This design comes from an exercise in tuning for a short achievable clock period and few clock cycles per item on the open sky130 flow, not from production work.
Only simulation tests tie the RTL to the original design; equivalence was not proved.
No activity file was given, so power comes from the tool's default toggle rates.

[flow/design.v]
module routex_source
#(
    parameter int LEN_W     = 32,
    parameter int HDR_CNT_W = 8
) (
    input  logic                 CLK,
    input  logic                 RST_N,
    input  logic                 START,
    output logic                 START_READY,
    input  logic [3:0]           DEST_NUM,
    input  logic [447:0]         DEST_IN,
    input  logic [HDR_CNT_W-1:0] HDR_NUM,
    input  logic [LEN_W-1:0]     PLD_LEN,
    input  logic [55:0]          HDR_IN,
    input  logic                 HDR_VALID,
    output logic                 HDR_READY,
    input  logic [511:0]         PLD_IN,
    input  logic                 PLD_VALID,
    output logic                 PLD_READY,
    output logic [511:0]         D,
    output logic                 D_VALID,
    output logic                 SOF,
    output logic                 EOF,
    output logic                 DONE
);
    localparam int LANES = 8;
    localparam int NB    = 8;               
    localparam logic [7:0] TAG_DEST = 8'h2;
    localparam logic [7:0] TAG_HDR  = 8'h1;
    localparam logic [7:0] TAG_LEN  = 8'h0;
    logic                 hold_v;
    logic [3:0]           hold_dn;
    logic [447:0]         hold_dest;
    logic [HDR_CNT_W-1:0] hold_hn;
    logic [HDR_CNT_W-1:0] hold_hn_m1;   
    logic                 hold_hz;      
    logic                 hold_h1;      
    logic                 hold_d8;      
    logic                 hold_d7;      
    logic [LEN_W-1:0]     hold_len;
    logic                 hold_len0;    
    logic                 hold_len1;    
    logic                 take_start;
    assign take_start = START && START_READY;
    always_ff @(posedge CLK) begin
        if (take_start) begin
            hold_dn    <= DEST_NUM;
            hold_dest  <= DEST_IN;
            hold_hn    <= HDR_NUM;
            hold_hn_m1 <= HDR_NUM - HDR_CNT_W'(1);
            hold_hz    <= (HDR_NUM == '0);
            hold_h1    <= (HDR_NUM == HDR_CNT_W'(1));
            hold_d8    <= (DEST_NUM == 4'd8);
            hold_d7    <= (DEST_NUM == 4'd7);
            hold_len   <= PLD_LEN;
            hold_len0  <= (PLD_LEN == '0);
            hold_len1  <= (PLD_LEN != '0) && (PLD_LEN <= LEN_W'(LANES));
        end
    end
    logic                 act;          
    logic [3:0]           ptr;          
    logic [HDR_CNT_W-1:0] rem;          
    logic                 alen0;
    logic                 alen1;
    logic [LEN_W-1:0]     alen;
    logic                 afirst;       
    logic [447:0]         asm_q;        
    logic [LANES-1:0]     asm_dst;      
    logic [447:0]         fd   [NB];
    logic [LANES-1:0]     fdst [NB];
    logic                 fcls [NB];    
    logic                 fsof [NB];
    logic                 feof [NB];
    logic                 fone [NB];    
    logic [NB-1:0]        occ;          
    logic [NB-1:0]        f_en;         
    logic [NB-1:0]        f_wr;         
    logic                 pop_r;        
    logic                 omode;        
    logic                 a_go;
    logic                 take;
    logic                 full_push;
    logic                 close;
    logic                 push;
    logic                 load;
    logic                 pop;
    logic                 rz;
    logic                 r1;
    assign a_go      = !occ[NB-1];
    assign take      = HDR_VALID && HDR_READY;
    assign rz        = (rem == '0);
    assign r1        = (rem == HDR_CNT_W'(1));
    assign full_push = act && a_go && ptr[3];
    assign close     = act && a_go && !ptr[3] && rz;
    assign push      = full_push || close;
    assign load      = hold_v && (!act || close);
    assign pop       = !omode && occ[0];
    logic                 act_d;
    logic [3:0]           ptr_d;
    logic                 ptr3_d;
    logic [HDR_CNT_W-1:0] rem_d;
    logic                 remz_d;
    logic                 hold_v_d;
    logic                 hnz_d;
    logic                 hd8_d;
    logic [NB-1:0]        occ_d;
    logic                 full_d;
    logic                 can_cur;
    logic                 can_next;
    logic                 push_d;
    logic                 pop_d;
    logic                 omode_d;
    logic [NB-1:0]        f_wr_d;
    logic [NB-1:0]        f_en_d;
    always_comb begin
        act_d = load || (act && !close);
        if (load) begin
            ptr_d  = take ? hold_dn + 4'd1 : hold_dn;
            ptr3_d = hold_d8 || (hold_d7 && take);
            rem_d  = take ? hold_hn_m1 : hold_hn;
            remz_d = take ? hold_h1 : hold_hz;
        end else begin
            ptr_d  = full_push ? {3'b0, take} : (take ? ptr + 4'd1 : ptr);
            ptr3_d = full_push ? 1'b0 : (ptr[3] || ((ptr[2:0] == 3'd7) && take));
            rem_d  = take ? rem - HDR_CNT_W'(1) : rem;
            remz_d = take ? r1 : rz;
        end
        hold_v_d = (hold_v && !load) || take_start;
        hnz_d    = take_start ? (HDR_NUM != '0) : !hold_hz;
        hd8_d    = take_start ? (DEST_NUM == 4'd8) : hold_d8;
        case ({push, pop})
            2'b10:   occ_d = {occ[NB-2:0], 1'b1};
            2'b01:   occ_d = {1'b0, occ[NB-1:1]};
            default: occ_d = occ;
        endcase
        full_d = occ_d[NB-1];
        can_cur  = act_d && !remz_d && (!ptr3_d || !full_d);
        can_next = hold_v_d && hnz_d && !hd8_d &&
                   (!act_d || (remz_d && !ptr3_d && !full_d));
        push_d = act_d && !full_d && (ptr3_d || remz_d);
        pop_d  = !omode_d && occ_d[0];
        for (int k = 0; k < NB; k++) begin
            if (pop_d)
                f_wr_d[k] = push_d && occ_d[k] && (k == NB - 1 || !occ_d[(k+1) % NB]);
            else
                f_wr_d[k] = push_d && !occ_d[k] && (k == 0 || occ_d[(k+NB-1) % NB]);
            f_en_d[k] = f_wr_d[k] || pop_d;
        end
    end
    always_ff @(posedge CLK or negedge RST_N) begin
        if (!RST_N) begin
            act    <= 1'b0;
            ptr    <= 4'd0;
            rem    <= '0;
            hold_v <= 1'b0;
            occ    <= '0;
            f_en   <= '0;
            f_wr   <= '0;
            pop_r  <= 1'b0;
        end else begin
            act    <= act_d;
            ptr    <= ptr_d;
            rem    <= rem_d;
            hold_v <= hold_v_d;
            occ    <= occ_d;
            f_en   <= f_en_d;
            f_wr   <= f_wr_d;
            pop_r  <= pop_d;
        end
    end
    always_ff @(posedge CLK) begin
        if (!RST_N) begin
            START_READY <= 1'b1;
            HDR_READY   <= 1'b0;
        end else begin
            START_READY <= !hold_v_d;
            HDR_READY   <= can_cur || can_next;
        end
    end
    always_ff @(posedge CLK) begin
        if (load) begin
            alen   <= hold_len;
            alen0  <= hold_len0;
            alen1  <= hold_len1;
            afirst <= 1'b1;
            for (int i = 0; i < LANES; i++) begin
                asm_dst[i] <= (4'(i) < hold_dn);
                if (take && (4'(i) == hold_dn))
                    asm_q[56*i +: 56] <= HDR_IN;
                else if (4'(i) < hold_dn)
                    asm_q[56*i +: 56] <= hold_dest[56*i +: 56];
                else if (i == LANES - 1)
                    asm_q[56*i +: 56] <= 56'(hold_len);
                else
                    asm_q[56*i +: 56] <= 56'h0;
            end
        end else begin
            if (push) begin
                afirst  <= 1'b0;
                asm_dst <= '0;
            end
            for (int i = 0; i < LANES; i++) begin
                if (take && (3'(i) == ptr[2:0]))
                    asm_q[56*i +: 56] <= HDR_IN;
                else if (full_push)
                    asm_q[56*i +: 56] <= (i == LANES - 1) ? 56'(alen) : 56'h0;
            end
        end
    end
    logic cls_w;
    assign cls_w = !ptr[3];    
    always_ff @(posedge CLK) begin
        for (int k = 0; k < NB; k++) begin
            if (f_en[k]) begin
                if (f_wr[k] || k == NB - 1) begin
                    fd[k]   <= asm_q;
                    fdst[k] <= asm_dst;
                    fcls[k] <= cls_w;
                    fsof[k] <= afirst;
                    feof[k] <= cls_w && alen0;
                    fone[k] <= alen1;
                end else begin
                    fd[k]   <= fd[(k+1) % NB];
                    fdst[k] <= fdst[(k+1) % NB];
                    fcls[k] <= fcls[(k+1) % NB];
                    fsof[k] <= fsof[(k+1) % NB];
                    feof[k] <= feof[(k+1) % NB];
                    fone[k] <= fone[(k+1) % NB];
                end
            end
        end
    end
    logic [LEN_W-1:0] pw;           
    logic             olast;        
    logic [2:0]       flen;         
    logic [LANES-1:0] omask;        
    logic             take_pld;
    logic             emit;
    logic [511:0]     hbeat;
    logic [511:0]     pbeat;
    logic [LEN_W-1:0] hlen;
    logic [LANES-1:0] hmask;
    logic [LANES-1:0] fmask;
    logic [LEN_W-4:0] pw_hi_dec;
    logic             pw_le16;
    assign take_pld = omode && PLD_VALID;
    assign emit     = pop_r || take_pld;
    assign hlen     = LEN_W'(fd[0][56*(LANES-1) +: 56]);
    always_comb begin
        for (int i = 0; i < LANES; i++) begin
            if (i == LANES - 1 && fcls[0])
                hbeat[64*i +: 64] = {TAG_LEN, fd[0][56*i +: 56]};
            else
                hbeat[64*i +: 64] = {fdst[0][i] ? TAG_DEST : TAG_HDR, fd[0][56*i +: 56]};
            pbeat[64*i +: 64] = omask[i] ? PLD_IN[64*i +: 64] : 64'h0;
            hmask[i] = (hlen[2:0] == 3'd0) || (3'(i) < hlen[2:0]);
            fmask[i] = (flen == 3'd0) || (3'(i) < flen);
        end
        for (int b = 0; b < LEN_W - 3; b++)
            pw_hi_dec[b] = pw[b+3] ^ ~|(pw[LEN_W-1:3] & (((LEN_W-3)'(1) << b) - (LEN_W-3)'(1)));
        pw_le16 = (pw[LEN_W-1:5] == '0) && !(pw[4] && (pw[3:0] != 4'd0));
        omode_d = omode;
        if (pop && fcls[0] && !feof[0]) omode_d = 1'b1;
        if (take_pld && olast)          omode_d = 1'b0;
    end
    always_ff @(posedge CLK or negedge RST_N) begin
        if (!RST_N) omode <= 1'b0;
        else        omode <= omode_d;
    end
    always_ff @(posedge CLK) begin
        if (!RST_N) begin
            PLD_READY <= 1'b0;
            D         <= '0;
            D_VALID   <= 1'b0;
            SOF       <= 1'b0;
            EOF       <= 1'b0;
            DONE      <= 1'b0;
        end else begin
            PLD_READY <= omode_d;
            if (emit) D <= omode ? pbeat : hbeat;
            D_VALID   <= emit;
            SOF       <= pop_r && fsof[0];
            EOF       <= (pop_r && feof[0]) || (take_pld && olast);
            DONE      <= (pop_r && feof[0]) || (take_pld && olast);
        end
    end
    always_ff @(posedge CLK) begin
        if (pop_r) begin
            pw    <= hlen;
            olast <= fone[0];
            flen  <= hlen[2:0];
            omask <= fone[0] ? hmask : '1;
        end else if (take_pld) begin
            pw    <= {pw_hi_dec, pw[2:0]};
            olast <= pw_le16;
            omask <= pw_le16 ? fmask : '1;
        end
    end
endmodule
[flow/run.sh]
#!/bin/bash
# synth_recipe.tcl (not shown) runs the flow's synth.tcl, then flattens the netlist and writes it again
# the make line also repeats each setting of config.mk as NAME=value (left out here)
make -C /OpenROAD-flow-scripts/flow DESIGN_CONFIG=/design/flow/config.mk WORK_HOME=/design/flow/orfs CLKGATE_MAP_FILE= SYNTH_SCRIPT=/design/flow/synth_recipe.tcl finish
[flow/config.mk]
export PLATFORM = sky130hd
export DESIGN_NAME = routex_source
export DESIGN_NICKNAME = routex_source
export VERILOG_FILES = /design/flow/design.v
export SDC_FILE = /design/flow/constraint.sdc
export NUM_CORES = 4
export LEC_CHECK = 0
export ABC_CLOCK_PERIOD_IN_PS = 2000
export CAP_MARGIN = 20
export CORE_AREA = 10 10 590 590
export DIE_AREA = 0 0 600 600
export SETUP_SLACK_MARGIN = 2.5
export SLEW_MARGIN = 20
export TNS_END_PERCENT = 5
[flow/constraint.sdc]
create_clock -name core_clock -period 5.0 [get_ports {CLK}]
set_input_delay 1.0000 -clock core_clock [delete_from_list [all_inputs] [get_ports {CLK}]]
set_output_delay 1.0000 -clock core_clock [all_outputs]
set_load 0.01 [all_outputs]
==> results.cfg, run 1 <==
[drt]
avgRoutedWirePerCell_um = 37.27
wl_um = 709100
antenna_left = 0
viasPerCell = 6.541
drc = 0
first_iter_violations = 16370
drt-pass1-iter-count = 6
vias = 124500

[synthesis]
yosys_warnings = 7
ys_ff_latch = 5278
synthArstFlopShare_pct = 0.7389
synth-edff-count = 4719
synth_xor_area_share_pct = 0.1506
synth_nets = 13420
syn_area_per_cell_um2 = 16.97
synth_top_family_by_area = multiplexers
synth_mux_area_share_pct = 17.52
synthAdderAreaFrac_pct = 0.1255
ys.flop_type = edfxtp_1
synth_cell_types = 65
synth-compound-area-share_pct = 4.405
synth_simple_gate_area_share_pct = 3.284
ys_seq_area_share_pct = 73.13
syn_inst = 12340
synth_area_um2 = 209300

[grt]
use_met1_pct = 49.25
antenna_found_initial = 131
grt_max_degree = 164
grt_use_met3_pct = 10.72
grtUsageMet2_pct = 57.29
grt_pass1_vias = 121400
grt_usage_pct = 38.04
overflow = 0
top_usage_layer = met2
grt_pass1_wl_um = 965800

[setup_path]
cp_max_fo = 13
cp_slowest_cell = clkdlybuf4s50_1
arrival_ns = 3.67
startpoint_type = primary input
max_stage_delay_ns = 0.79
critPathKind = primary input to flop
r2r_end = asm_q[177]$_DFFE_PP_
path_cells = clkdlybuf4s50_1, and2_2, nand2_1, buf_8, o21ai_0
crit_path_end_kind = flop
crit_required_ns = 5.86
worstReg2RegStart = occ[7]$_DFF_PN0_
r2r_cells = 5
worst-r2r-setup-slack_ns = 2.28

[clock_tree]
cts.clk_slew.worst_paths_ns = 0.06
tritoncts = yes
hold_buffers = 0
insertion_delay_ns = 1.05
max-clock-path-buffers = 4
cts_buffers = 546
cts-root-buf = clkbuf_16
cts_htree_levels = 6
clock-sinks = 5278

[min_path]
holdCritPathClass = primary input to asynchronous set/reset pin

[timing]
period_share_pct = 56.07
whs_ns = 0.3611
slew_viol_final = 0
layout_setup_ws_ns = 2.196
finalSetupViolations = 0
slew_headroom_pct = 16.24
fin_tns_setup_ns = 0
grt_setup_unrepaired = true
hold_violations = 0
max_freq_mhz = 356.7
worst_pin_slew_ns = 1.256
period_needed_ns = 2.804
finClkSkew_ns = 0.04469

[finish]
fill_cells = 19970
nNetsFinal = 15180
final_core_util_pct = 74.85
layout.cells.most_common_list = edfxtp_1, mux2_2, clkdlybuf4s50_1
synthToLayoutAreaGrowth_pct = 19.49
final_common_cell = edfxtp_1
drive_gt1_share_pct = 31.96

[run]
maxCapViolations = 0

[placed_design]
hpwlAfterDp_um = 448000
io_buffer_count = 1583
gpl.final_weighted_congestion = 0.9623
dp_slack_ns = 1.097

[die]
die_w_um = 600
design.portCount = 1584
std_cell_rows = 212
core_um2 = 334200
floorplan.initialDensity_pct = 62.64
die-area_um2 = 360000
die_y_um = 600

[pwr]
peakVddDrop_mv = 0.4870
leakage_nw = 83.09
power.density_nw_per_um2 = 519.2
p_total_w = 0.1299

[run_status]
status = complete, no violations
==> metrics by stage <==
| stage | cell area (um2) | std cells |
|---|---|---|
| 2_1_floorplan | 209400 | 12340 |
| 3_3_place_gp | 231200 | 17810 |
| 3_5_place_dp | 231200 | 17810 |
| 4_1_cts | 249200 | 18870 |
| 5_1_grt | 250000 | 18950 |
| 6_report | 250200 | 19030 |
==> flip-flops by register name (all words and copies together), names as in the netlist, 4 cells and up <==
register / flops
fd: 3584
D: 512
asm_q: 448
hold_dest: 448
fdst: 64
alen: 32
hold_len: 32
pw: 32
asm_dst: 8
f_en: 8
fcls: 8
feof: 8
fone: 8
fsof: 8
hold_hn: 8
hold_hn_m1: 8
occ: 8
omask: 8
rem: 8
f_wr: 7
hold_dn: 4
ptr: 4
==> cells in the mapped netlist, drive strengths merged (26+ instances only) <==
library cell / number / share of area, %
xnor2: 26 / 0.11
mux2i: 38 / 0.18
o21ai: 671 / 1.6
o2bb2ai: 112 / 0.47
nor2: 92 / 0.16
mux2: 3222 / 17
edfxtp: 4719 / 68
nand2: 759 / 1.4
a21oi: 488 / 1.2
dfxtp: 520 / 5.0
a22o: 184 / 0.77
nor2b: 465 / 1.4
clkbuf: 588 / 1.1
dfrtp: 39 / 0.47
inv: 37 / 0.066
a221o: 32 / 0.15
buf: 131 / 0.26
==> worst max path at each step <==
stage	start	endpoint	slack (ns)	depth (start not counted)
after floorplan	START	HDR_READY$_SDFF_PN0_	-4.69	5
after global placement	HDR_VALID	asm_q[356]$_DFFE_PP_	1.21	4
final	HDR_VALID	asm_q[169]$_DFFE_PP_	2.20	5
after CTS	D[12]$_SDFFE_PN0P_	D[12]	2.26	1
after detailed placement	rem[1]$_DFFE_PN0P_	asm_q[100]$_DFFE_PP_	1.10	8
after global routing	rem[1]$_DFFE_PN0P_	f_wr[1]$_DFF_PN0_	2.26	12
==> logic make-up after synthesis <==
logic type	after synthesis
compound gates	1549
xor+xnor	36
fa+ha+maj	21
buf+inv	756
flops	5278
mux	3261
other cells	1
simple gates	1436
==> power by group <==
group | switching [W] | leakage, nW | total [W] | internal, W
clock | 0.0170 | 8.42 | 0.0398 | 0.0228
sequential | 0.00476 | 47.5 | 0.0657 | 0.0609
combinational | 0.0157 | 27.1 | 0.0244 | 0.00867
total | 0.0375 | 83.1 | 0.130 | 0.0924
==> per-layer routing <==
metal  vias up  routed length (um)
li1      50920                   -
met1     63610              251800
met2      8289              324100
met3      1602               83060
met4        54               49750
met5         -                 367
==> worst max-delay path: cells and delay by family <==
kind / cells / cell delay (ns)
compound gates: 1 / 0.21
simple gates: 2 / 1.29
buf+inv: 2 / 1.11
==> layout make-up <==
class	count	area, um2	area share [%]
inverters	37	161.4	0.06452
clock buffers	760	15470	6.183
clock inverters	216	1677	0.6702
flip-flops and latches	5278	153200	61.26
well taps	4387	5489	2.194
repair inverters	1	3.754	0.001501
multi-input cells	6319	54610	21.83
repair buffers	1908	19190	7.672
diodes	123	307.8	0.1230
==> what timing repair did <==
action	in CTS	in global routing
resized for setup	897	317
hold endpoints to repair	0	0
pin swaps	13	19
setup buffers	64	33
setup endpoints to repair	2070	1823
gates cloned	19	6
Testbench counts, summed over its fixed seeds: cycles 29,398, frames 3,200.
==> run 2: changes to the inputs <==
==> flow/flow/run.sh (new file) <==
#!/bin/bash
# Standard ORFS layout, with one extra step between placement and CTS:
# flow/tweak.tcl pulls each output port's buffer next to its pin and the
# register driving it (with its enable logic) next to the buffer, then
# legalizes. Each tool's output goes to a log file of its own here.
set -euo pipefail
RES=orfs/results/${FLOW_PLATFORM}/routex_source/base
bash standard.sh place > std_place.log 2>&1
TWEAK_IN=$RES/3_place.odb TWEAK_OUT=$RES/3_place.odb \
    openroad -no_init -exit flow/tweak.tcl > tweak.log 2>&1
bash standard.sh finish > std_finish.log 2>&1
test -f out/final.def
==> flow/flow/tweak.tcl (new file) <==
# Pull each output port's buffer next to its pin, and the register that drives
# the buffer next to the buffer, then legalize. Runs between ORFS's place and
# cts steps on results/3_place.odb.
set odb_in  $::env(TWEAK_IN)
set odb_out $::env(TWEAK_OUT)
read_db $odb_in
set block [ord::get_db_block]
set core  [$block getCoreArea]
set cx0 [$core xMin]; set cy0 [$core yMin]; set cx1 [$core xMax]; set cy1 [$core yMax]

proc clamp {v lo hi} { expr {$v < $lo ? $lo : ($v > $hi ? $hi : $v)} }

# Driver instance of a net (first output iterm), or "" if none.
proc net_driver {net} {
  foreach it [$net getITerms] {
    if {[[$it getMTerm] getIoType] == "OUTPUT" && [[$it getMTerm] getSigType] == "SIGNAL"} { return [$it getInst] }
  }
  return ""
}

set moved 0
foreach bt [$block getBTerms] {
  if {[$bt getIoType] != "OUTPUT"} { continue }
  set net [$bt getNet]
  if {$net == "NULL"} { continue }
  set buf [net_driver $net]
  if {$buf == ""} { continue }
  set bb [$bt getBBox]
  set px [expr {([$bb xMin] + [$bb xMax]) / 2}]
  set py [expr {([$bb yMin] + [$bb yMax]) / 2}]
  set tx [clamp $px $cx0 [expr {$cx1 - 4000}]]
  set ty [clamp $py $cy0 [expr {$cy1 - 3000}]]
  $buf setLocation $tx $ty
  $buf setPlacementStatus PLACED
  incr moved
  # walk back through at most two single-fanout stages (buffers, then the register)
  set cur $buf
  for {set k 0} {$k < 2} {incr k} {
    set in ""
    foreach it [$cur getITerms] {
      if {[[$it getMTerm] getIoType] == "INPUT" && [[$it getMTerm] getSigType] == "SIGNAL"} { set in $it; break }
    }
    if {$in == ""} { break }
    set n2 [$in getNet]
    if {$n2 == "NULL"} { break }
    if {[llength [$n2 getITerms]] > 4} { break }
    set drv [net_driver $n2]
    if {$drv == ""} { break }
    $drv setLocation $tx $ty
    $drv setPlacementStatus PLACED
    incr moved
    set cur_prev $cur
    set cur $drv
    if {[regexp {__(e?dfx|dfr|dfs|dfb|edfx|sdf)} [[$drv getMaster] getName]]} {
      # also the register's own enable / reset logic: the gates its output
      # feeds back into, the gate driving its D input, and the gates that
      # drive only that one
      set local {}
      foreach it [[[$drv findITerm Q] getNet] getITerms] {
        set g [$it getInst]
        if {$g != $drv && $g != $cur_prev} { lappend local $g }
      }
      set n3 [[$drv findITerm D] getNet]
      if {$n3 != "NULL"} {
        set g [net_driver $n3]
        if {$g != "" && [llength [$n3 getITerms]] == 2} {
          lappend local $g
          foreach it [$g getITerms] {
            if {[[$it getMTerm] getIoType] != "INPUT" || [[$it getMTerm] getSigType] != "SIGNAL"} { continue }
            set n4 [$it getNet]
            if {$n4 == "NULL" || [llength [$n4 getITerms]] != 2} { continue }
            set g4 [net_driver $n4]
            if {$g4 != ""} { lappend local $g4 }
          }
        }
      }
      foreach g $local {
        if {[regexp {__(e?dfx|dfr|dfs|dfb|edfx|sdf)} [[$g getMaster] getName]]} { continue }
        $g setLocation $tx $ty
        $g setPlacementStatus PLACED
        incr moved
      }
      break
    }
  }
}
puts "tweak: moved $moved instances"
detailed_placement
check_placement -verbose
write_db $odb_out
==> flow/standard.sh (new file) <==
#!/bin/bash
# synth_recipe.tcl (not shown) runs the flow's synth.tcl, then flattens the netlist and writes it again
# the make line also repeats each setting of config.mk as NAME=value (left out here)
make -C /OpenROAD-flow-scripts/flow DESIGN_CONFIG=/design/flow/config.mk WORK_HOME=/design/flow/orfs CLKGATE_MAP_FILE= SYNTH_SCRIPT=/design/flow/synth_recipe.tcl "${@:-finish}"
--- a/flow/config.mk
+++ b/flow/config.mk
@@ -8,6 +8,8 @@
 export ABC_CLOCK_PERIOD_IN_PS = 2000
 export CAP_MARGIN = 20
 export CORE_AREA = 10 10 590 590
+export CTS_CLUSTER_DIAMETER = 100
+export CTS_CLUSTER_SIZE = 20
 export DIE_AREA = 0 0 600 600
 export SETUP_SLACK_MARGIN = 2.5
 export SLEW_MARGIN = 20
removed: flow/run.sh
==> run 2 against run 1 <==
  * The flow now stops in global routing
  * Synthesized cell count unchanged
  * Area after synthesis unchanged
==> results.cfg, run 2 <==
[die]
std_cell_rows = 212
floorplan.initialDensity_pct = 62.64
design.portCount = 1584
die_y_um = 600
die_w_um = 600

[synthesis]
ys.flop_type = edfxtp_1
synth.area.top_cells = edfxtp_1, mux2_2, dfxtp_1, o21ai_0, nor2b_1
syn_area_per_cell_um2 = 16.97
synth_area_um2 = 209300
synth_nets = 13420
syn_inst = 12340
synthTopCellsByCount = edfxtp_1, mux2_2, nand2_1
synth-edff-count = 4719
synth_cell_types = 65
ys_seq_area_share_pct = 73.13
yosys_warnings = 7
synth_most_common_cell = edfxtp_1
yosysTopAreaCellShare_pct = 67.69
synth_area_leader_cell = edfxtp_1
synthArstFlopShare_pct = 0.7389
ys_ff_latch = 5278

[clock_tree]
cts-root-buf = clkbuf_16
clock-sinks = 5278
cts_buffers = 302
cts_htree_levels = 5
hold_buffers = 0
max-clock-path-buffers = 4

[run_status]
status = aborted with a tool error
haltStage = global routing
error = [ERROR GRT-0116] Global routing finished with congestion. Check the congestion regions in the DRC Viewer.

[grt]
grt_pass1_vias = 132900
grt_usage_pct = 42.37
grt_pass1_wl_um = 1052000
grt_max_degree = 164
overflow = 1

[placed_design]
hpwlAfterDp_um = 448000
dp_slack_ns = 1.097
io_buffer_count = 1583
post_dp_cell_area_um2 = 231200
gpl.final_weighted_congestion = 0.9623
run 2: cell counts after synthesis:
No cell type changed its count.
run 2: metal layers:
layer  global-route usage [%]  overflow
met5                    2.300         0
met4                    29.45         0
met3                    16.80         0
met2                    62.27         1
met1                    51.34         0
run 2: power groups by stage:
stage	logic [W]	registers [W]	clock network (W)
after CTS	0.0254	0.0655	0.0258
after detailed placement	0.0238	0.0664	0
after global placement	0.0234	0.0659	0
after floorplan	0.00935	0.0695	0
run 2: worst min-delay path by stage:
stage          slack [ns]  cells after the start                 end                 from
4_1_cts              0.42                      2  rem[6]$_DFFE_PN0P_                RST_N
3_5_place_dp         0.43                      0     alen1$_DFFE_PN_  hold_len1$_DFFE_PP_
3_3_place_gp         0.42                      0     alen1$_DFFE_PN_  hold_len1$_DFFE_PP_
2_1_floorplan        0.40                      0     alen0$_DFFE_PN_  hold_len0$_DFFE_PP_
run 2: kinds of logic after synthesis:
family / synth area share, %
flip-flops: 73.13
XOR/XNOR: 0.1506
adder cells (fa/ha/maj): 0.1255
AND/OR/NAND/NOR: 3.284
other: 0.001791
multiplexers: 17.52
AO/OA/AOI/OAI: 4.405
buffers and inverters: 1.382
run 2: what timing repair did:
item / CTS
cloned: 20
gates resized for setup: 108
pin swaps: 23
setup buffers: 67
endpoints found under the setup margin: 2119
run 2: stage by stage:
| stage | cells | utilization (%) | power (W) | hold WS, ns | setup TNS (ns) |
|---|---|---|---|---|---|
| 2_1_floorplan | 12340 | - | 0.07890 | 0.4003 | -5528.56 |
| 3_5_place_dp | 17810 | 69.18 | 0.09014 | 0.4266 | 0 |
| 3_3_place_gp | 17810 | 69.17 | 0.08930 | 0.4233 | 0 |
| 4_1_cts | 18370 | 72.13 | 0.1166 | 0.4170 | 0 |
==> run 3: changes to the inputs <==
--- a/flow/design.v
+++ b/flow/design.v
@@ -35,13 +35,18 @@
     logic [HDR_CNT_W-1:0] hold_hn_m1;   
     logic                 hold_hz;      
     logic                 hold_h1;      
+    logic                 hold_h2;      
+    logic [7:0]           hold_hl;      
+    logic [7:0]           hold_dstm;    
     logic                 hold_d8;      
     logic                 hold_d7;      
     logic [LEN_W-1:0]     hold_len;
     logic                 hold_len0;    
     logic                 hold_len1;    
     logic                 take_start;
-    assign take_start = START && START_READY;
+    logic                 srdy;         
+    logic                 hrdy;         
+    assign take_start = START && srdy;
     always_ff @(posedge CLK) begin
         if (take_start) begin
             hold_dn    <= DEST_NUM;
@@ -50,6 +55,11 @@
             hold_hn_m1 <= HDR_NUM - HDR_CNT_W'(1);
             hold_hz    <= (HDR_NUM == '0);
             hold_h1    <= (HDR_NUM == HDR_CNT_W'(1));
+            hold_h2    <= (HDR_NUM == HDR_CNT_W'(2));
+            for (int i = 0; i < 8; i++) begin
+                hold_hl[i]   <= (DEST_NUM == 4'(i));
+                hold_dstm[i] <= (4'(i) < DEST_NUM);
+            end
             hold_d8    <= (DEST_NUM == 4'd8);
             hold_d7    <= (DEST_NUM == 4'd7);
             hold_len   <= PLD_LEN;
@@ -84,22 +94,31 @@
     logic                 push;
     logic                 load;
     logic                 pop;
-    logic                 rz;
-    logic                 r1;
+    logic                 rz;           
+    logic                 r1;           
+    logic                 r2;
+    logic                 load_r;
+    logic                 close_r;
+    logic                 fpush_r;
+    logic                 push_r;
+    logic [7:0]           wl_q;         
     assign a_go      = !occ[NB-1];
-    assign take      = HDR_VALID && HDR_READY;
-    assign rz        = (rem == '0);
-    assign r1        = (rem == HDR_CNT_W'(1));
-    assign full_push = act && a_go && ptr[3];
-    assign close     = act && a_go && !ptr[3] && rz;
-    assign push      = full_push || close;
-    assign load      = hold_v && (!act || close);
-    assign pop       = !omode && occ[0];
+    assign take      = HDR_VALID && hrdy;
+    assign r2        = (rem == HDR_CNT_W'(2));
+    assign full_push = fpush_r;
+    assign close     = close_r;
+    assign push      = push_r;
+    assign load      = load_r;
+    assign pop       = pop_r;
     logic                 act_d;
     logic [3:0]           ptr_d;
     logic                 ptr3_d;
     logic [HDR_CNT_W-1:0] rem_d;
     logic                 remz_d;
+    logic                 rem1_d;
+    logic                 close_d;
+    logic                 fpush_d;
+    logic                 load_d;
     logic                 hold_v_d;
     logic                 hnz_d;
     logic                 hd8_d;
@@ -119,11 +138,13 @@
             ptr3_d = hold_d8 || (hold_d7 && take);
             rem_d  = take ? hold_hn_m1 : hold_hn;
             remz_d = take ? hold_h1 : hold_hz;
+            rem1_d = take ? hold_h2 : hold_h1;
         end else begin
             ptr_d  = full_push ? {3'b0, take} : (take ? ptr + 4'd1 : ptr);
             ptr3_d = full_push ? 1'b0 : (ptr[3] || ((ptr[2:0] == 3'd7) && take));
             rem_d  = take ? rem - HDR_CNT_W'(1) : rem;
             remz_d = take ? r1 : rz;
+            rem1_d = take ? r2 : r1;
         end
         hold_v_d = (hold_v && !load) || take_start;
         hnz_d    = take_start ? (HDR_NUM != '0) : !hold_hz;
@@ -137,7 +158,10 @@
         can_cur  = act_d && !remz_d && (!ptr3_d || !full_d);
         can_next = hold_v_d && hnz_d && !hd8_d &&
                    (!act_d || (remz_d && !ptr3_d && !full_d));
-        push_d = act_d && !full_d && (ptr3_d || remz_d);
+        push_d  = act_d && !full_d && (ptr3_d || remz_d);
+        close_d = act_d && !full_d && !ptr3_d && remz_d;
+        fpush_d = act_d && !full_d && ptr3_d;
+        load_d  = hold_v_d && (!act_d || close_d);
         pop_d  = !omode_d && occ_d[0];
         for (int k = 0; k < NB; k++) begin
             if (pop_d)
@@ -157,6 +181,15 @@
             f_en   <= '0;
             f_wr   <= '0;
             pop_r  <= 1'b0;
+            srdy   <= 1'b1;
+            hrdy   <= 1'b0;
+            rz     <= 1'b1;
+            r1     <= 1'b0;
+            load_r <= 1'b0;
+            close_r <= 1'b0;
+            fpush_r <= 1'b0;
+            push_r <= 1'b0;
+            wl_q   <= 8'd1;
         end else begin
             act    <= act_d;
             ptr    <= ptr_d;
@@ -166,6 +199,15 @@
             f_en   <= f_en_d;
             f_wr   <= f_wr_d;
             pop_r  <= pop_d;
+            srdy   <= !hold_v_d;
+            hrdy   <= can_cur || can_next;
+            rz     <= remz_d;
+            r1     <= rem1_d;
+            load_r <= load_d;
+            close_r <= close_d;
+            fpush_r <= fpush_d;
+            push_r <= push_d;
+            for (int i = 0; i < 8; i++) wl_q[i] <= (ptr_d[2:0] == 3'(i));
         end
     end
     always_ff @(posedge CLK) begin
@@ -178,16 +220,16 @@
         end
     end
     always_ff @(posedge CLK) begin
-        if (load) begin
+        if (load_r) begin
             alen   <= hold_len;
             alen0  <= hold_len0;
             alen1  <= hold_len1;
             afirst <= 1'b1;
+            asm_dst <= hold_dstm;
             for (int i = 0; i < LANES; i++) begin
-                asm_dst[i] <= (4'(i) < hold_dn);
-                if (take && (4'(i) == hold_dn))
+                if (take && hold_hl[i])
                     asm_q[56*i +: 56] <= HDR_IN;
-                else if (4'(i) < hold_dn)
+                else if (hold_dstm[i])
                     asm_q[56*i +: 56] <= hold_dest[56*i +: 56];
                 else if (i == LANES - 1)
                     asm_q[56*i +: 56] <= 56'(hold_len);
@@ -195,14 +237,14 @@
                     asm_q[56*i +: 56] <= 56'h0;
             end
         end else begin
-            if (push) begin
+            if (push_r) begin
                 afirst  <= 1'b0;
                 asm_dst <= '0;
             end
             for (int i = 0; i < LANES; i++) begin
-                if (take && (3'(i) == ptr[2:0]))
+                if (take && wl_q[i])
                     asm_q[56*i +: 56] <= HDR_IN;
-                else if (full_push)
+                else if (fpush_r)
                     asm_q[56*i +: 56] <= (i == LANES - 1) ? 56'(alen) : 56'h0;
             end
         end
@@ -274,16 +316,18 @@
             D_VALID   <= 1'b0;
             SOF       <= 1'b0;
             EOF       <= 1'b0;
-            DONE      <= 1'b0;
         end else begin
             PLD_READY <= omode_d;
             if (emit) D <= omode ? pbeat : hbeat;
             D_VALID   <= emit;
             SOF       <= pop_r && fsof[0];
             EOF       <= (pop_r && feof[0]) || (take_pld && olast);
-            DONE      <= (pop_r && feof[0]) || (take_pld && olast);
         end
     end
+    always_ff @(posedge CLK or negedge RST_N) begin
+        if (!RST_N) DONE <= 1'b0;
+        else        DONE <= (pop_r && feof[0]) || (take_pld && olast);
+    end
     always_ff @(posedge CLK) begin
         if (pop_r) begin
             pw    <= hlen;
==> flow/flow/run.sh (replaced) <==
#!/bin/bash
# Standard ORFS layout, with one extra step between placement and CTS:
# flow/tweak.tcl pulls each output port's buffer to a point just inside the
# core next to its pin, and the register driving it (with its enable logic)
# to the same point, then legalizes. Each tool's output goes to a log file of
# its own here.
set -euo pipefail
RES=orfs/results/${FLOW_PLATFORM}/routex_source/base
bash standard.sh place > std_place.log 2>&1
TWEAK_INSET_UM=20 TWEAK_IN=$RES/3_place.odb TWEAK_OUT=$RES/3_place.odb \
    openroad -no_init -exit flow/tweak.tcl > tweak.log 2>&1
bash standard.sh finish > std_finish.log 2>&1
test -f out/final.def
--- a/flow/flow/tweak.tcl
+++ b/flow/flow/tweak.tcl
@@ -18,6 +18,25 @@
   return ""
 }
 
+# Port buffers: the cells on port nets. They get a fast buffer in place of the
+# delay cell that buffer_ports picks, and are never pulled along with a register.
+set portbuf [dict create]
+set fast [[ord::get_db] findMaster sky130_fd_sc_hd__buf_4]
+set swapped 0
+foreach bt [$block getBTerms] {
+  set net [$bt getNet]
+  if {$net == "NULL" || [$net getSigType] != "SIGNAL"} { continue }
+  foreach it [$net getITerms] {
+    set g [$it getInst]
+    dict set portbuf [$g getName] 1
+    if {[[$g getMaster] getName] == "sky130_fd_sc_hd__clkdlybuf4s50_1"} {
+      $g swapMaster $fast
+      incr swapped
+    }
+  }
+}
+puts "tweak: $swapped port buffers made buf_4"
+
 set moved 0
 foreach bt [$block getBTerms] {
   if {[$bt getIoType] != "OUTPUT"} { continue }
@@ -28,8 +47,10 @@
   set bb [$bt getBBox]
   set px [expr {([$bb xMin] + [$bb xMax]) / 2}]
   set py [expr {([$bb yMin] + [$bb yMax]) / 2}]
-  set tx [clamp $px $cx0 [expr {$cx1 - 4000}]]
-  set ty [clamp $py $cy0 [expr {$cy1 - 3000}]]
+  # a point a little inside the core, in from the pin
+  set inset [expr {int($::env(TWEAK_INSET_UM) * 1000)}]
+  set tx [clamp $px [expr {$cx0 + $inset}] [expr {$cx1 - $inset}]]
+  set ty [clamp $py [expr {$cy0 + $inset}] [expr {$cy1 - $inset}]]
   $buf setLocation $tx $ty
   $buf setPlacementStatus PLACED
   incr moved
@@ -53,25 +74,17 @@
     set cur $drv
     if {[regexp {__(e?dfx|dfr|dfs|dfb|edfx|sdf)} [[$drv getMaster] getName]]} {
       # also the register's own enable / reset logic: the gates its output
-      # feeds back into, the gate driving its D input, and the gates that
-      # drive only that one
+      # feeds back into and the gate driving its D input
       set local {}
       foreach it [[[$drv findITerm Q] getNet] getITerms] {
         set g [$it getInst]
-        if {$g != $drv && $g != $cur_prev} { lappend local $g }
+        if {$g != $drv && ![dict exists $portbuf [$g getName]]} { lappend local $g }
       }
       set n3 [[$drv findITerm D] getNet]
       if {$n3 != "NULL"} {
         set g [net_driver $n3]
         if {$g != "" && [llength [$n3 getITerms]] == 2} {
           lappend local $g
-          foreach it [$g getITerms] {
-            if {[[$it getMTerm] getIoType] != "INPUT" || [[$it getMTerm] getSigType] != "SIGNAL"} { continue }
-            set n4 [$it getNet]
-            if {$n4 == "NULL" || [llength [$n4 getITerms]] != 2} { continue }
-            set g4 [net_driver $n4]
-            if {$g4 != ""} { lappend local $g4 }
-          }
         }
       }
       foreach g $local {
--- a/flow/config.mk
+++ b/flow/config.mk
@@ -11,6 +11,6 @@
 export CTS_CLUSTER_DIAMETER = 100
 export CTS_CLUSTER_SIZE = 20
 export DIE_AREA = 0 0 600 600
-export SETUP_SLACK_MARGIN = 2.5
+export SETUP_SLACK_MARGIN = 2.8
 export SLEW_MARGIN = 20
 export TNS_END_PERCENT = 5
==> run 3 against run 2 <==
  * The layout now fails its checks (antenna rules)
  * Synthesized cell count is 7.9% higher
  * Area after synthesis rose by 2.8%
==> results.cfg, run 3 <==
[synthesis]
synth_area_um2 = 215200
synthTopCellsByCount = edfxtp_1, mux2_2, a21oi_1
yosys_warnings = 7
synth_most_common_cell = edfxtp_1
ys.flop_type = edfxtp_1
yosysTopAreaCellShare_pct = 66.07
synth.area.top_cells = edfxtp_1, mux2_2, dfxtp_1, a21oi_1, clkbuf_1
ys_seq_area_share_pct = 71.56
syn_inst = 13320
synth_nets = 14400
syn_area_per_cell_um2 = 16.16
ys_ff_latch = 5310
synth-edff-count = 4734
synthArstFlopShare_pct = 1.055
synth_cell_types = 69
synth_area_leader_cell = edfxtp_1

[timing]
finClkSkew_ns = 0.04527
period_needed_ns = 2.537
finalSetupViolations = 0
worst_pin_slew_ns = 1.403
fin_tns_setup_ns = 0
max_freq_mhz = 394.1
grt_setup_unrepaired = true
whs_ns = 0.05155
hold_violations = 0
slew_viol_final = 0
slew_headroom_pct = 6.471
period_share_pct = 50.74

[grt]
antenna_found_initial = 204
grt_max_degree = 153
grt_pass1_vias = 130200
grt_pass1_wl_um = 1043000
grt_usage_pct = 41.29
overflow = 0

[finish]
fill_cells = 20620
final_common_cell = edfxtp_1
fin_area_um2 = 243700
synthToLayoutAreaGrowth_pct = 13.25
largest_register_ffs = 3584
layout.cells.most_common_list = edfxtp_1, mux2_2, buf_4
layout.cells.non_filler = 19390
top_regs = fd (3584), D (512)
drive_gt1_share_pct = 38.35
nNetsFinal = 15670
regMostFlops = fd

[drt]
drc = 0
avgRoutedWirePerCell_um = 40.29
drt-pass1-iter-count = 11
wl_um = 781100
antenna_left = 2
vias = 137600
viasPerCell = 7.099
first_iter_violations = 23360

[run]
maxCapViolations = 0

[setup_path]
crit_path_end_kind = flop
worst-path-buf-inv = 1
arrival_ns = 3.34
crit_required_ns = 5.80
critPathKind = flop to flop
cp_slowest_cell = or4_4
cp_top_family = simple AND/OR/NAND/NOR gates
path_cells = or4_4, or4_4, buf_6, or4_1, a31oi_1
worst-r2r-setup-slack_ns = 2.46
worstReg2RegStart = pw[27]$_DFFE_PP_
r2r_end = pw[29]$_DFFE_PP_
cp_max_fo = 4
cpMostUsedCell = or4_4
startpoint_type = flop
max_stage_delay_ns = 0.59
r2r_cells = 5

[pwr]
leakage_nw = 85.36
power.density_nw_per_um2 = 691.9
peakVddDrop_mv = 0.6987
p_total_w = 0.1686

[die]
core_um2 = 334200
die_y_um = 600
floorplan.initialDensity_pct = 64.38
die_w_um = 600
std_cell_rows = 212
design.portCount = 1584
die-area_um2 = 360000

[clock_tree]
clock-sinks = 5310
cts-root-buf = clkbuf_16
hold_buffers = 0
cts_htree_levels = 5
cts.clk_slew.worst_paths_ns = 0.08
max-clock-path-buffers = 4
tritoncts = yes
cts_buffers = 304
insertion_delay_ns = 1.00

[placed_design]
post_dp_cell_area_um2 = 235700
hpwlAfterDp_um = 470100
placed_cells = 18560
io_buffer_count = 1583
gpl.final_weighted_congestion = 0.9635

[run_status]
status = failed layout checks
violatedChecks = antenna rules

[min_path]
holdCritPathClass = primary input to asynchronous set/reset pin
## run 3: worst max-delay path by stage
stage                                start                    to  slack [ns]  depth (start not counted)
after detailed placement         HDR_VALID  asm_q[211]$_DFFE_PP_        1.26                          6
after global routing      pw[26]$_DFFE_PP_      pw[29]$_DFFE_PP_        2.44                          5
after floorplan                      START     hold_d7$_DFFE_PP_       -4.30                          2
after global placement           HDR_VALID  asm_q[112]$_DFFE_PP_        0.59                          4
after CTS                   DONE$_DFF_PN0_                  DONE        2.49                          1
final                     pw[27]$_DFFE_PP_      pw[29]$_DFFE_PP_        2.46                          5
## run 3: logic make-up (layout without fill, tap and decap cells)
group / Yosys count / in the layout / share of synthesized area, %
buf+inv: 962 / 2403 / 1.679
flops: 5310 / 5310 / 71.56
mux: 3296 / 3296 / 17.22
simple gates: 1720 / 1742 / 4.214
compound gates: 1989 / 1989 / 5.133
other cells: 1 / 223 / 0.001743
fa+ha+maj: 16 / 16 / 0.09304
xor+xnor: 24 / 24 / 0.09769
## run 3: area by class of cell
cell class	instances	area, um2	share of cell area (%)
antenna	222	555.5	0.2280
clock buffer	484	8517	3.495
clock inverter	14	156.4	0.06418
inverter	40	186.4	0.07651
multi-input combinational	7068	58710	24.09
sequential	5310	154100	63.24
tap	4387	5489	2.253
timing repair buffer	1864	15940	6.541
timing repair inverter	1	11.26	0.004621
## run 3: per-layer routing
layer | global-route usage [%] | wire length [um]
met3 | 14.52 | 112500
met4 | 33.44 | 76990
met2 | 58.08 | 332900
met5 | 0 | 657
met1 | 51.87 | 258200
## run 3: per-stage QoR
| step | setup WS [ns] | util (%) |
|---|---|---|
| global route | 2.442 | 72.82 |
| global placement | 0.5929 | 70.52 |
| detailed placement | 1.262 | 70.53 |
| floorplan | -4.301 | - |
| CTS | 2.492 | 72.38 |
| finish | 2.463 | 72.91 |
## run 3: worst reg2reg max path: stages (launching register included)
cell      delay, ns
edfxtp_1       0.42
or4_4          0.59
or4_4          0.56
buf_6          0.16
or4_1          0.47
a31oi_1        0.19
## run 3: timing repair
| item | CTS | global route |
|---|---|---|
| cloned | 18 | 26 |
| setup buffers | 32 | 30 |
| pin swaps | 7 | 20 |
| gates resized for setup | 141 | 120 |
| setup endpoints to repair | 4688 | 4780 |
## run 3: power by group
group | internal [W] | switching (W) | leakage, nW | total [W]
Sequential | 0.0781 | 0.0130 | 50.9 | 0.0910
Clock | 0.0118 | 0.0143 | 4.16 | 0.0261
Combinational | 0.0206 | 0.0308 | 30.3 | 0.0515
Total | 0.111 | 0.0581 | 85.4 | 0.169
Testbench counts of run 3, summed over its fixed seeds: cycles 29,398, frames 3,200.
==> run 4: changes to the inputs <==
--- a/flow/design.v
+++ b/flow/design.v
@@ -43,6 +43,7 @@
     logic [LEN_W-1:0]     hold_len;
     logic                 hold_len0;    
     logic                 hold_len1;    
+    logic                 hold_len2;    
     logic                 take_start;
     logic                 srdy;         
     logic                 hrdy;         
@@ -65,6 +66,7 @@
             hold_len   <= PLD_LEN;
             hold_len0  <= (PLD_LEN == '0);
             hold_len1  <= (PLD_LEN != '0) && (PLD_LEN <= LEN_W'(LANES));
+            hold_len2  <= (PLD_LEN <= LEN_W'(2 * LANES));
         end
     end
     logic                 act;          
@@ -72,6 +74,7 @@
     logic [HDR_CNT_W-1:0] rem;          
     logic                 alen0;
     logic                 alen1;
+    logic                 alen2;
     logic [LEN_W-1:0]     alen;
     logic                 afirst;       
     logic [447:0]         asm_q;        
@@ -82,6 +85,7 @@
     logic                 fsof [NB];
     logic                 feof [NB];
     logic                 fone [NB];    
+    logic                 ftwo [NB];    
     logic [NB-1:0]        occ;          
     logic [NB-1:0]        f_en;         
     logic [NB-1:0]        f_wr;         
@@ -224,6 +228,7 @@
             alen   <= hold_len;
             alen0  <= hold_len0;
             alen1  <= hold_len1;
+            alen2  <= hold_len2;
             afirst <= 1'b1;
             asm_dst <= hold_dstm;
             for (int i = 0; i < LANES; i++) begin
@@ -261,6 +266,7 @@
                     fsof[k] <= afirst;
                     feof[k] <= cls_w && alen0;
                     fone[k] <= alen1;
+                    ftwo[k] <= alen2;
                 end else begin
                     fd[k]   <= fd[(k+1) % NB];
                     fdst[k] <= fdst[(k+1) % NB];
@@ -268,11 +274,18 @@
                     fsof[k] <= fsof[(k+1) % NB];
                     feof[k] <= feof[(k+1) % NB];
                     fone[k] <= fone[(k+1) % NB];
+                    ftwo[k] <= ftwo[(k+1) % NB];
                 end
             end
         end
     end
-    logic [LEN_W-1:0] pw;           
+    logic [LEN_W-9:0] phi;
+    logic [LEN_W-9:0] phi_m1;       
+    logic             phi_z;        
+    logic             pbor;         
+    logic [4:0]       plo;
+    logic             pfirst;       
+    logic             ptwo;         
     logic             olast;        
     logic [2:0]       flen;         
     logic [LANES-1:0] omask;        
@@ -283,7 +296,6 @@
     logic [LEN_W-1:0] hlen;
     logic [LANES-1:0] hmask;
     logic [LANES-1:0] fmask;
-    logic [LEN_W-4:0] pw_hi_dec;
     logic             pw_le16;
     assign take_pld = omode && PLD_VALID;
     assign emit     = pop_r || take_pld;
@@ -298,9 +310,8 @@
             hmask[i] = (hlen[2:0] == 3'd0) || (3'(i) < hlen[2:0]);
             fmask[i] = (flen == 3'd0) || (3'(i) < flen);
         end
-        for (int b = 0; b < LEN_W - 3; b++)
-            pw_hi_dec[b] = pw[b+3] ^ ~|(pw[LEN_W-1:3] & (((LEN_W-3)'(1) << b) - (LEN_W-3)'(1)));
-        pw_le16 = (pw[LEN_W-1:5] == '0) && !(pw[4] && (pw[3:0] != 4'd0));
+        pw_le16 = pfirst ? ptwo
+                         : (phi_z && (plo[4:2] == 3'd0) && (!plo[1] || (!plo[0] && flen == 3'd0)));
         omode_d = omode;
         if (pop && fcls[0] && !feof[0]) omode_d = 1'b1;
         if (take_pld && olast)          omode_d = 1'b0;
@@ -329,15 +340,33 @@
         else        DONE <= (pop_r && feof[0]) || (take_pld && olast);
     end
     always_ff @(posedge CLK) begin
+        phi_m1 <= phi - (LEN_W-8)'(1);
+        phi_z  <= (phi == '0);
         if (pop_r) begin
-            pw    <= hlen;
-            olast <= fone[0];
-            flen  <= hlen[2:0];
-            omask <= fone[0] ? hmask : '1;
-        end else if (take_pld) begin
-            pw    <= {pw_hi_dec, pw[2:0]};
-            olast <= pw_le16;
-            omask <= pw_le16 ? fmask : '1;
+            phi    <= hlen[LEN_W-1:8];
+            plo    <= hlen[7:3];
+            pbor   <= 1'b0;
+            pfirst <= 1'b1;
+            ptwo   <= ftwo[0];
+            olast  <= fone[0];
+            flen   <= hlen[2:0];
+            omask  <= fone[0] ? hmask : '1;
+        end else begin
+            if (pbor) begin
+                phi  <= phi_m1;
+                pbor <= 1'b0;
+            end
+            if (take_pld) begin
+                if (plo == 5'd0) begin
+                    plo  <= 5'd31;
+                    pbor <= 1'b1;
+                end else begin
+                    plo  <= plo - 5'd1;
+                end
+                pfirst <= 1'b0;
+                olast  <= pw_le16;
+                omask  <= pw_le16 ? fmask : '1;
+            end
         end
     end
 endmodule
==> run 4 against run 3 <==
  * Now clean on timing, DRC and antenna
  * Fmax fell by 5.2%
  * Clock skew rose by 0.011 ns
  * Clock power barely moved
  * Combinational power rose by 2%
  * Via count rose by 1.1%
  * Critical endpoint is now D[412]$_SDFFE_PN0P_
  * Highest routed layer unchanged
==> results.cfg, run 4 <==
[run_status]
status = complete, no violations

[setup_path]
max_stage_delay_ns = 0.72
crit_required_ns = 5.80
r2r_end = D[412]$_SDFFE_PN0P_
path_cells = buf_12, buf_16, nor2b_1, a21oi_1, o21ai_0
worstReg2RegStart = omode$_DFF_PN0_
cp_slowest_cell = a21oi_1
r2r_cells = 5
crit_start = omode$_DFF_PN0_
critPathKind = flop to flop
arrival_ns = 3.48
crit_path_end_kind = flop
worst-r2r-setup-slack_ns = 2.32
startpoint_type = flop
cp_max_fo = 102

[synthesis]
synth_cell_types = 72
synth_xor_area_share_pct = 0.1616
synth_most_common_cell = edfxtp_1
synth-compound-area-share_pct = 5.043
syn_area_per_cell_um2 = 15.76
synth_area_leader_cell = edfxtp_1
yosys_warnings = 8
yosysTopAreaCellShare_pct = 65.70
synth_nets = 14840
synthTopCellsByCount = edfxtp_1, mux2_2, a21oi_1, nand2_1, clkbuf_1
synthAdderAreaFrac_pct = 0.08659
synth.area.top_cells = edfxtp_1, mux2_2, dfxtp_1, a21oi_1, nand2_1
ys.flop_type = edfxtp_1
synth_mux_area_share_pct = 17.13
syn_inst = 13760
synth_simple_gate_area_share_pct = 4.438
synth_area_um2 = 216700
synth-edff-count = 4742
synthArstFlopShare_pct = 1.048
synth_top_family_by_area = multiplexers
ys_ff_latch = 5345
ys_seq_area_share_pct = 71.40

[min_path]
hold_path_depth = 1
holdPathEnd = hold_dest[354]$_DFFE_PP_
holdCritPathClass = primary input to flop
min-delay-start = DEST_IN[354]

[timing]
layout_setup_ws_ns = 2.324
finClkSkew_ns = 0.05648
finalSetupViolations = 0
slew_viol_final = 0
period_needed_ns = 2.676
max_freq_mhz = 373.7
grt_setup_unrepaired = true
whs_ns = 0.1679
slew_headroom_pct = 9.448
hold_violations = 0
period_share_pct = 53.52
fin_tns_setup_ns = 0
worst_pin_slew_ns = 1.358

[finish]
top_regs = fd (3584), D (512)
nNetsFinal = 16110
ff_latch_area_um2 = 154800
largest_register_ffs = 3584
regMostFlops = fd
multi_input_area_um2 = 59200
layout.cells.most_common_list = edfxtp_1, mux2_2, buf_4
fill_cells = 20350
final_common_cell = edfxtp_1
synthToLayoutAreaGrowth_pct = 13.05
drive_gt1_share_pct = 37.23

[run]
maxCapViolations = 0

[drt]
antenna_left = 0
viasPerCell = 7.018
first_iter_violations = 23860
drc = 0
drt-pass1-iter-count = 12
avgRoutedWirePerCell_um = 39.61
vias = 139200
wl_um = 785500

[grt]
antenna_found_initial = 198
use_met1_pct = 51.94
grt_max_degree = 143
overflow = 0
grt_pass1_wl_um = 1042000
grtUsageMet2_pct = 58.33
grt_usage_pct = 41.14
grt_use_met3_pct = 13.72
grt_pass1_vias = 131300
top_usage_layer = met2

[die]
design.portCount = 1584
floorplan.initialDensity_pct = 64.85
die-area_um2 = 360000
die_y_um = 600
core_um2 = 334200
die_w_um = 600
std_cell_rows = 212

[clock_tree]
cts_buffers = 305
cts-root-buf = clkbuf_16
cts_htree_levels = 5
insertion_delay_ns = 1.00
tritoncts = yes
cts.clk_slew.worst_paths_ns = 0.09
clock-sinks = 5345
max-clock-path-buffers = 4

[pwr]
power.density_nw_per_um2 = 694.4
leakage_nw = 85.92
peakVddDrop_mv = 0.7252
p_total_w = 0.1701

[placed_design]
gpl.final_weighted_congestion = 0.9831
hpwlAfterDp_um = 477100
dp_slack_ns = 0.8282
io_buffer_count = 1583
==> run 4: metal layers <==
layer / up-vias / share of wire [%]
li1: 54530 / -
met1: 68870 / 33
met2: 12850 / 43
met3: 2888 / 15
met4: 42 / 9.8
met5: - / 0.060
==> run 4: metrics by stage <==
step | std cells | util (%) | instance area [um2]
CTS | 19540 | 72.80 | 243300
global route | 19710 | 73.22 | 244700
global placement | 19010 | 71.01 | 237300
floorplan | 13760 | - | 216800
detailed placement | 19010 | 71.02 | 237300
finish | 19830 | 73.31 | 245000
==> run 4: final cells by class <==
type | count | share of cell area (%)
Sequential cell | 5345 | 63.19
Multi-Input combinational cell | 7454 | 24.16
Timing Repair Buffer | 1889 | 6.572
Clock buffer | 481 | 3.489
Tap cell | 4387 | 2.240
Antenna cell | 229 | 0.2339
Inverter | 37 | 0.06332
Clock inverter | 9 | 0.03983
Timing Repair inverter | 1 | 0.003575
==> run 4: logic make-up after synthesis <==
kind of cell | after synthesis
adders and majority gates | 15
and+or+nand+nor | 2103
xor gates and xnor gates | 40
muxes | 3299
DFF | 5345
other | 1
AOI/OAI and AO/OA | 1983
buffers and inverters | 970
==> run 4: what timing repair did <==
action,in CTS,in global routing
hold buffers,1,0
cloned,9,30
gates resized for setup,105,80
hold endpoints to repair,1,0
setup endpoints to repair,4567,4252
buffers inserted,30,33
pin swaps,11,7
==> run 4: how the worst max path moves through the flow <==
stage | end | slack [ns] | cells past startpoint
after floorplan | fcls[0]$_DFFE_PP_ | 1.15 | 0
after global placement | asm_q[113]$_DFFE_PP_ | 0.84 | 5
after detailed placement | asm_q[112]$_DFFE_PP_ | 0.83 | 5
after CTS | DONE | 2.46 | 1
after global routing | D[46] | 2.43 | 1
final | D[412]$_SDFFE_PN0P_ | 2.32 | 5
==> run 4: worst max-delay path, delay by kind of cell (launching register included) <==
kind                   cells  cell delay, ns
and+or+nand+nor            1            0.23
AOI/OAI and AO/OA          2            0.91
DFF                        1            0.49
buffers and inverters      2            0.59
==> run 4: power breakdown <==
| group | leakage, nW | internal (W) | switching (W) |
|---|---|---|---|
| logic | 30.6 | 0.0207 | 0.0316 |
| clock network | 4.15 | 0.0118 | 0.0143 |
| registers | 51.2 | 0.0789 | 0.0128 |
Testbench counts of run 4, summed over its fixed seeds: cycles 29,398, frames 3,200.

==> static timing again, ports no longer ideal <==
How much do the figures lean on ideal ports? The routed layouts below were timed once more, with nothing changed but the port constraints.
Step 1 assumes that a clkbuf_16 drives the clock port and a buf_2 every other input.
Step 2 also shifts input and output timing later by t, the mid clock arrival at the registers, as if the neighbouring blocks saw the same clock.
a / b / c = ideal ports / drivers / drivers and shift; a / b = the first two.
run | t (ns) | setup WS [ns] | hold WS [ns] | latest minus earliest clock arrival (ns)
run 1 | 1.154 | 2.196 / 2.088 / 0.934 | 0.361 / 0.268 / 0.436 | 0.053 / 0.052
run 3 | 1.093 | 2.463 / 2.360 / 1.446 | 0.052 / -0.036 / 0.443 | 0.065 / 0.065
run 4 | 1.087 | 2.324 / 2.324 / 1.263 | 0.168 / 0.098 / 0.412 | 0.062 / 0.062
The setup slack of run 1, which loses most, moves by -0.108 ns with the drivers and by -1.262 ns with both steps.
